This is an optimization exercise on Yosys and OpenROAD, whose aim is small area, not a production implementation. RTL that was checked went through simulation tests only; none was proved equivalent to the original. Power is estimated from default activity; no workload was simulated.

before:
==> flow/design.v <==
`default_nettype none
package tnef_pkg;
  localparam logic [31:0] SIGNATURE_WORD = 32'h223E_9F78;
endpackage
`default_nettype wire
`default_nettype none
module tnef_record_deframer_core (
  input  wire logic        clk,
  input  wire logic        rst_n,
  input  wire logic        push,
  output logic             full,
  input  wire logic [7:0]  in_stream_byte,
  input  wire logic        in_restart,
  output logic             empty,
  input  wire logic        pop,
  output logic [1:0]       out_event_kind,
  output logic [31:0]      out_attribute_type,
  output logic [7:0]       out_component,
  output logic [7:0]       out_payload_byte,
  output logic [31:0]      out_record_length,
  output logic             out_last_of_record
);
  localparam logic [2:0] PH_SIG  = 3'd0;
  localparam logic [2:0] PH_KEY  = 3'd1;
  localparam logic [2:0] PH_COMP = 3'd2;
  localparam logic [2:0] PH_TYPE = 3'd3;
  localparam logic [2:0] PH_LEN  = 3'd4;
  localparam logic [2:0] PH_DATA = 3'd5;
  localparam logic [2:0] PH_CSUM = 3'd6;
  localparam logic [2:0] PH_HALT = 3'd7;
  logic [2:0]  phase_r, phase_nxt;
  logic [1:0]  cnt_r, cnt_nxt;
  logic        bad_r, bad_nxt;       
  logic [31:0] left_r;
  logic [15:0] sum_r;
  logic [1:0]  cur_tag_r, wtag;
  logic        cur_used_r;
  logic        take;
  logic [2:0]  eff_phase;
  logic [1:0]  eff_cnt;
  logic [7:0]  b;
  logic [7:0]  sig_byte;
  logic        ev_gen;
  logic [1:0]  ev_kind;
  logic        ev_last;
  assign b         = in_stream_byte;
  assign take      = push & ~full;
  assign eff_phase = in_restart ? PH_SIG : phase_r;
  assign eff_cnt   = in_restart ? 2'd0   : cnt_r;
  always_comb begin
    case (eff_cnt)
      2'd0:    sig_byte = 8'h78;
      2'd1:    sig_byte = 8'h9F;
      2'd2:    sig_byte = 8'h3E;
      default: sig_byte = 8'h22;
    endcase
  end
  always_comb begin
    phase_nxt = eff_phase;
    cnt_nxt   = eff_cnt + 2'd1;
    bad_nxt   = bad_r;
    ev_gen    = 1'b0;
    ev_kind   = 2'd0;
    ev_last   = 1'b0;
    case (eff_phase)
      PH_SIG: begin
        bad_nxt = ((eff_cnt != 2'd0) & bad_r) | (b != sig_byte);
        if (eff_cnt == 2'd3) begin
          if (bad_nxt) begin
            phase_nxt = PH_HALT;
            ev_gen    = 1'b1;
            ev_kind   = 2'd3;
          end else begin
            phase_nxt = PH_KEY;
          end
        end
      end
      PH_KEY: begin
        if (eff_cnt == 2'd1) begin
          cnt_nxt   = 2'd0;
          phase_nxt = PH_COMP;
        end
      end
      PH_COMP: begin
        cnt_nxt   = 2'd0;
        phase_nxt = PH_TYPE;
      end
      PH_TYPE: begin
        if (eff_cnt == 2'd3) phase_nxt = PH_LEN;
      end
      PH_LEN: begin
        if (eff_cnt == 2'd3)
          phase_nxt = ((left_r[23:0] == 24'd0) && (b == 8'd0)) ? PH_COMP : PH_DATA;
      end
      PH_DATA: begin
        cnt_nxt = 2'd0;
        ev_gen  = 1'b1;
        ev_last = (left_r == 32'd1);
        if (ev_last) phase_nxt = PH_CSUM;
      end
      PH_CSUM: begin
        bad_nxt = (b != sum_r[7:0]);
        if (eff_cnt == 2'd1) begin
          ev_gen = 1'b1;
          if (!bad_r && (b == sum_r[15:8])) begin
            phase_nxt = PH_COMP;
            ev_kind   = 2'd1;
          end else begin
            phase_nxt = PH_HALT;
            ev_kind   = 2'd2;
          end
        end
      end
      default: begin
        cnt_nxt = cnt_r;
      end
    endcase
  end
  assign wtag = cur_tag_r + {1'b0, cur_used_r};
  always_ff @(posedge clk) begin
    if (!rst_n) begin
      phase_r    <= PH_SIG;
      cnt_r      <= 2'd0;
      cur_used_r <= 1'b0;
      cur_tag_r  <= 2'd0;
    end else if (take) begin
      phase_r <= phase_nxt;
      cnt_r   <= cnt_nxt;
      if (eff_phase == PH_COMP) begin
        cur_tag_r  <= wtag;
        cur_used_r <= 1'b0;
      end else if (eff_phase == PH_DATA) begin
        cur_used_r <= 1'b1;
      end
    end
  end
  always_ff @(posedge clk) begin
    if (take) begin
      bad_r <= bad_nxt;
      if (eff_phase == PH_DATA) begin
        sum_r <= sum_r + {8'd0, b};
      end else if (eff_phase != PH_CSUM) begin
        sum_r <= 16'd0;
      end
      if (eff_phase == PH_DATA) begin
        left_r <= left_r - 32'd1;
      end else if (eff_phase == PH_LEN) begin
        for (int k = 0; k < 4; k++)
          if (eff_cnt == 2'(k)) left_r[8*k +: 8] <= b;
      end
    end
  end
  logic [7:0]  hcomp_r [4];
  logic [31:0] htype_r [4];
  logic [31:0] hlen_r  [4];
  always_ff @(posedge clk) begin
    if (take) begin
      for (int s = 0; s < 4; s++) begin
        if (eff_phase == PH_COMP && wtag == 2'(s)) hcomp_r[s] <= b;
        for (int k = 0; k < 4; k++) begin
          if (eff_phase == PH_TYPE && cur_tag_r == 2'(s) && eff_cnt == 2'(k)) htype_r[s][8*k +: 8] <= b;
          if (eff_phase == PH_LEN  && cur_tag_r == 2'(s) && eff_cnt == 2'(k)) hlen_r[s][8*k +: 8] <= b;
        end
      end
    end
  end
  logic        wr_en, rd_en;
  logic [1:0]  wr_ptr_r, rd_ptr_r;
  logic [2:0]  count_r;
  logic        edata_r [4];    
  logic        elast_r [4];
  logic [7:0]  epay_r  [4];
  logic        eadv_r  [4];    
  logic [1:0]  head_tag_r;     
  logic [1:0]  head_tag;
  assign wr_en = take & ev_gen;
  assign rd_en = pop & ~empty;
  assign full  = count_r[2];
  assign empty = (count_r == 3'd0);
  always_ff @(posedge clk) begin
    if (wr_en) begin
      edata_r[wr_ptr_r] <= (eff_phase == PH_DATA);
      elast_r[wr_ptr_r] <= ev_last;
      epay_r[wr_ptr_r]  <= (eff_phase == PH_DATA) ? b : {6'd0, ev_kind};
      eadv_r[wr_ptr_r]  <= (eff_phase == PH_DATA) & ~cur_used_r;
    end
  end
  always_ff @(posedge clk) begin
    if (!rst_n) begin
      wr_ptr_r   <= 2'd0;
      rd_ptr_r   <= 2'd0;
      head_tag_r <= 2'd3;
      count_r  <= 3'd0;
    end else begin
      if (wr_en) wr_ptr_r <= wr_ptr_r + 2'd1;
      if (rd_en) begin
        rd_ptr_r   <= rd_ptr_r + 2'd1;
        head_tag_r <= head_tag;
      end
      if (wr_en && !rd_en) count_r <= count_r + 3'd1;
      else if (rd_en && !wr_en) count_r <= count_r - 3'd1;
    end
  end
  logic [3:0] hsel;
  logic       head_data;
  logic [7:0] head_pay;
  assign head_tag  = head_tag_r + {1'b0, eadv_r[rd_ptr_r]};
  assign head_data = edata_r[rd_ptr_r];
  assign head_pay  = epay_r[rd_ptr_r];
  assign out_event_kind     = head_data ? 2'd0 : head_pay[1:0];
  assign out_last_of_record = elast_r[rd_ptr_r];
  assign out_payload_byte   = {head_pay[7:2], head_pay[1:0] & {2{head_data}}};
  always_comb begin
    for (int s = 0; s < 4; s++)
      hsel[s] = (head_tag == 2'(s)) && (out_event_kind != 2'd3);
    out_component      = '0;
    out_attribute_type = '0;
    out_record_length  = '0;
    for (int s = 0; s < 4; s++) begin
      out_component      = out_component      | ({8{hsel[s]}}  & hcomp_r[s]);
      out_attribute_type = out_attribute_type | ({32{hsel[s]}} & htype_r[s]);
      out_record_length  = out_record_length  | ({32{hsel[s]}} & hlen_r[s]);
    end
  end
endmodule
`default_nettype wire
==> flow/config.mk <==
export PLATFORM = sky130hd
export DESIGN_NAME = tnef_record_deframer_core
export DESIGN_NICKNAME = tnef_record_deframer_core
export VERILOG_FILES = /design/flow/design.v
export SDC_FILE = /design/flow/constraint.sdc
export NUM_CORES = 4
export LEC_CHECK = 0
export CAP_MARGIN = 20
export CORE_MARGIN = 2
export CORE_UTILIZATION = 65
export CTS_BUF_LIST = sky130_fd_sc_hd__clkbuf_16
export CTS_CLUSTER_DIAMETER = 60
export CTS_CLUSTER_SIZE = 30
export SLEW_MARGIN = 20
==> flow/constraint.sdc <==
create_clock -name core_clock -period 5.0 [get_ports {clk}]
set_input_delay 1.0000 -clock core_clock [delete_from_list [all_inputs] [get_ports {clk}]]
set_output_delay 1.0000 -clock core_clock [all_outputs]
set_load 0.01 [all_outputs]
standard.sh (not shown) runs the stock make flow with config.mk's settings and CLKGATE_MAP_FILE= SYNTH_SCRIPT=/design/flow/synth_recipe.tcl, a recipe that flattens the netlist after the stock synthesis.
==> flow/flow/run.sh <==
#!/bin/bash
# Standard layout, with the port buffers inserted as the smallest buffer cell.
set -euo pipefail
bash standard.sh BUFFER_PORTS_ARGS="-buffer_cell sky130_fd_sc_hd__buf_1" finish > standard_flow.log 2>&1
Input-level comparison between after and before:
diff --git a/flow/design.v b/flow/design.v
--- a/flow/design.v
+++ b/flow/design.v
@@ -88,11 +88,11 @@
       PH_TYPE: begin
         if (eff_cnt == 2'd3) phase_nxt = PH_LEN;
       end
       PH_LEN: begin
         if (eff_cnt == 2'd3)
-          phase_nxt = ((left_r[23:0] == 24'd0) && (b == 8'd0)) ? PH_COMP : PH_DATA;
+          phase_nxt = ((left_r[31:8] == 24'd0) && (b == 8'd0)) ? PH_COMP : PH_DATA;
       end
       PH_DATA: begin
         cnt_nxt = 2'd0;
         ev_gen  = 1'b1;
         ev_last = (left_r == 32'd1);
@@ -143,27 +143,21 @@
         sum_r <= 16'd0;
       end
       if (eff_phase == PH_DATA) begin
         left_r <= left_r - 32'd1;
       end else if (eff_phase == PH_LEN) begin
-        for (int k = 0; k < 4; k++)
-          if (eff_cnt == 2'(k)) left_r[8*k +: 8] <= b;
-      end
-    end
-  end
-  logic [7:0]  hcomp_r [4];
-  logic [31:0] htype_r [4];
-  logic [31:0] hlen_r  [4];
-  always_ff @(posedge clk) begin
-    if (take) begin
-      for (int s = 0; s < 4; s++) begin
-        if (eff_phase == PH_COMP && wtag == 2'(s)) hcomp_r[s] <= b;
-        for (int k = 0; k < 4; k++) begin
-          if (eff_phase == PH_TYPE && cur_tag_r == 2'(s) && eff_cnt == 2'(k)) htype_r[s][8*k +: 8] <= b;
-          if (eff_phase == PH_LEN  && cur_tag_r == 2'(s) && eff_cnt == 2'(k)) hlen_r[s][8*k +: 8] <= b;
-        end
-      end
+        left_r <= {b, left_r[31:8]};
+      end
+    end
+  end
+  logic [71:0] hdr_r [4];
+  logic        hdr_byte;
+  assign hdr_byte = (eff_phase == PH_COMP) || (eff_phase == PH_TYPE) || (eff_phase == PH_LEN);
+  always_ff @(posedge clk) begin
+    for (int s = 0; s < 4; s++) begin
+      if (take && hdr_byte && (((eff_phase == PH_COMP) ? wtag : cur_tag_r) == 2'(s)))
+        hdr_r[s] <= {b, hdr_r[s][71:8]};
     end
   end
   logic        wr_en, rd_en;
   logic [1:0]  wr_ptr_r, rd_ptr_r;
   logic [2:0]  count_r;
@@ -215,12 +209,12 @@
       hsel[s] = (head_tag == 2'(s)) && (out_event_kind != 2'd3);
     out_component      = '0;
     out_attribute_type = '0;
     out_record_length  = '0;
     for (int s = 0; s < 4; s++) begin
-      out_component      = out_component      | ({8{hsel[s]}}  & hcomp_r[s]);
-      out_attribute_type = out_attribute_type | ({32{hsel[s]}} & htype_r[s]);
-      out_record_length  = out_record_length  | ({32{hsel[s]}} & hlen_r[s]);
+      out_component      = out_component      | ({8{hsel[s]}}  & hdr_r[s][7:0]);
+      out_attribute_type = out_attribute_type | ({32{hsel[s]}} & hdr_r[s][39:8]);
+      out_record_length  = out_record_length  | ({32{hsel[s]}} & hdr_r[s][71:40]);
     end
   end
 endmodule
 `default_nettype wire
Notes after the runs:
- Of after and before, after shows the higher area added between synthesis and finish, with before below it.
- There was hardly any difference in number of global-route vias before repair between after and before.
- Side by side, worst-case setup margin in the final layout turned out lower in after than in before.
- Power after layout (after over before): increase, 8.9%
- before → after: detailed router's first-iteration violation count shrank by 132; cell count after synthesis -about 0.9%; adder and majority gate portion of the synthesized area ~0 delta; clock network power saw little to no change.
- before → after: required time of the worst setup path level; post-route minimum period moved up; die area moved down.
For before, only the layout was checked, not whether the RTL still works.

-- what the ideal ports hide --
How much do the figures lean on ideal ports? The routed layouts below were timed once more, with nothing changed but the port constraints.
Step 1, drivers: a clkbuf_16 drives clk and a buf_2 each remaining input, both assumed.
Step 2 moves the port delays by t, midway between the first and last clock arrival at a register: inputs arrive t later, outputs are due t later. That takes back most of the time a late clock gives input paths.
Three values: no drivers, after step 1, after step 2; two values: the first two.
run | t, ns | slack for setup (ns) | worst register clock-pin slew, ns
before | 0.609 | 0.652 / 0.601 / 0.633 | 0.10 / 0.10
after | 0.599 | 0.434 / 0.386 / 0.912 | 0.09 / 0.09
After both steps every run listed still meets setup and hold. The setup slack of before, which loses most, moves by -0.051 ns with the drivers and by -0.019 ns with both steps.
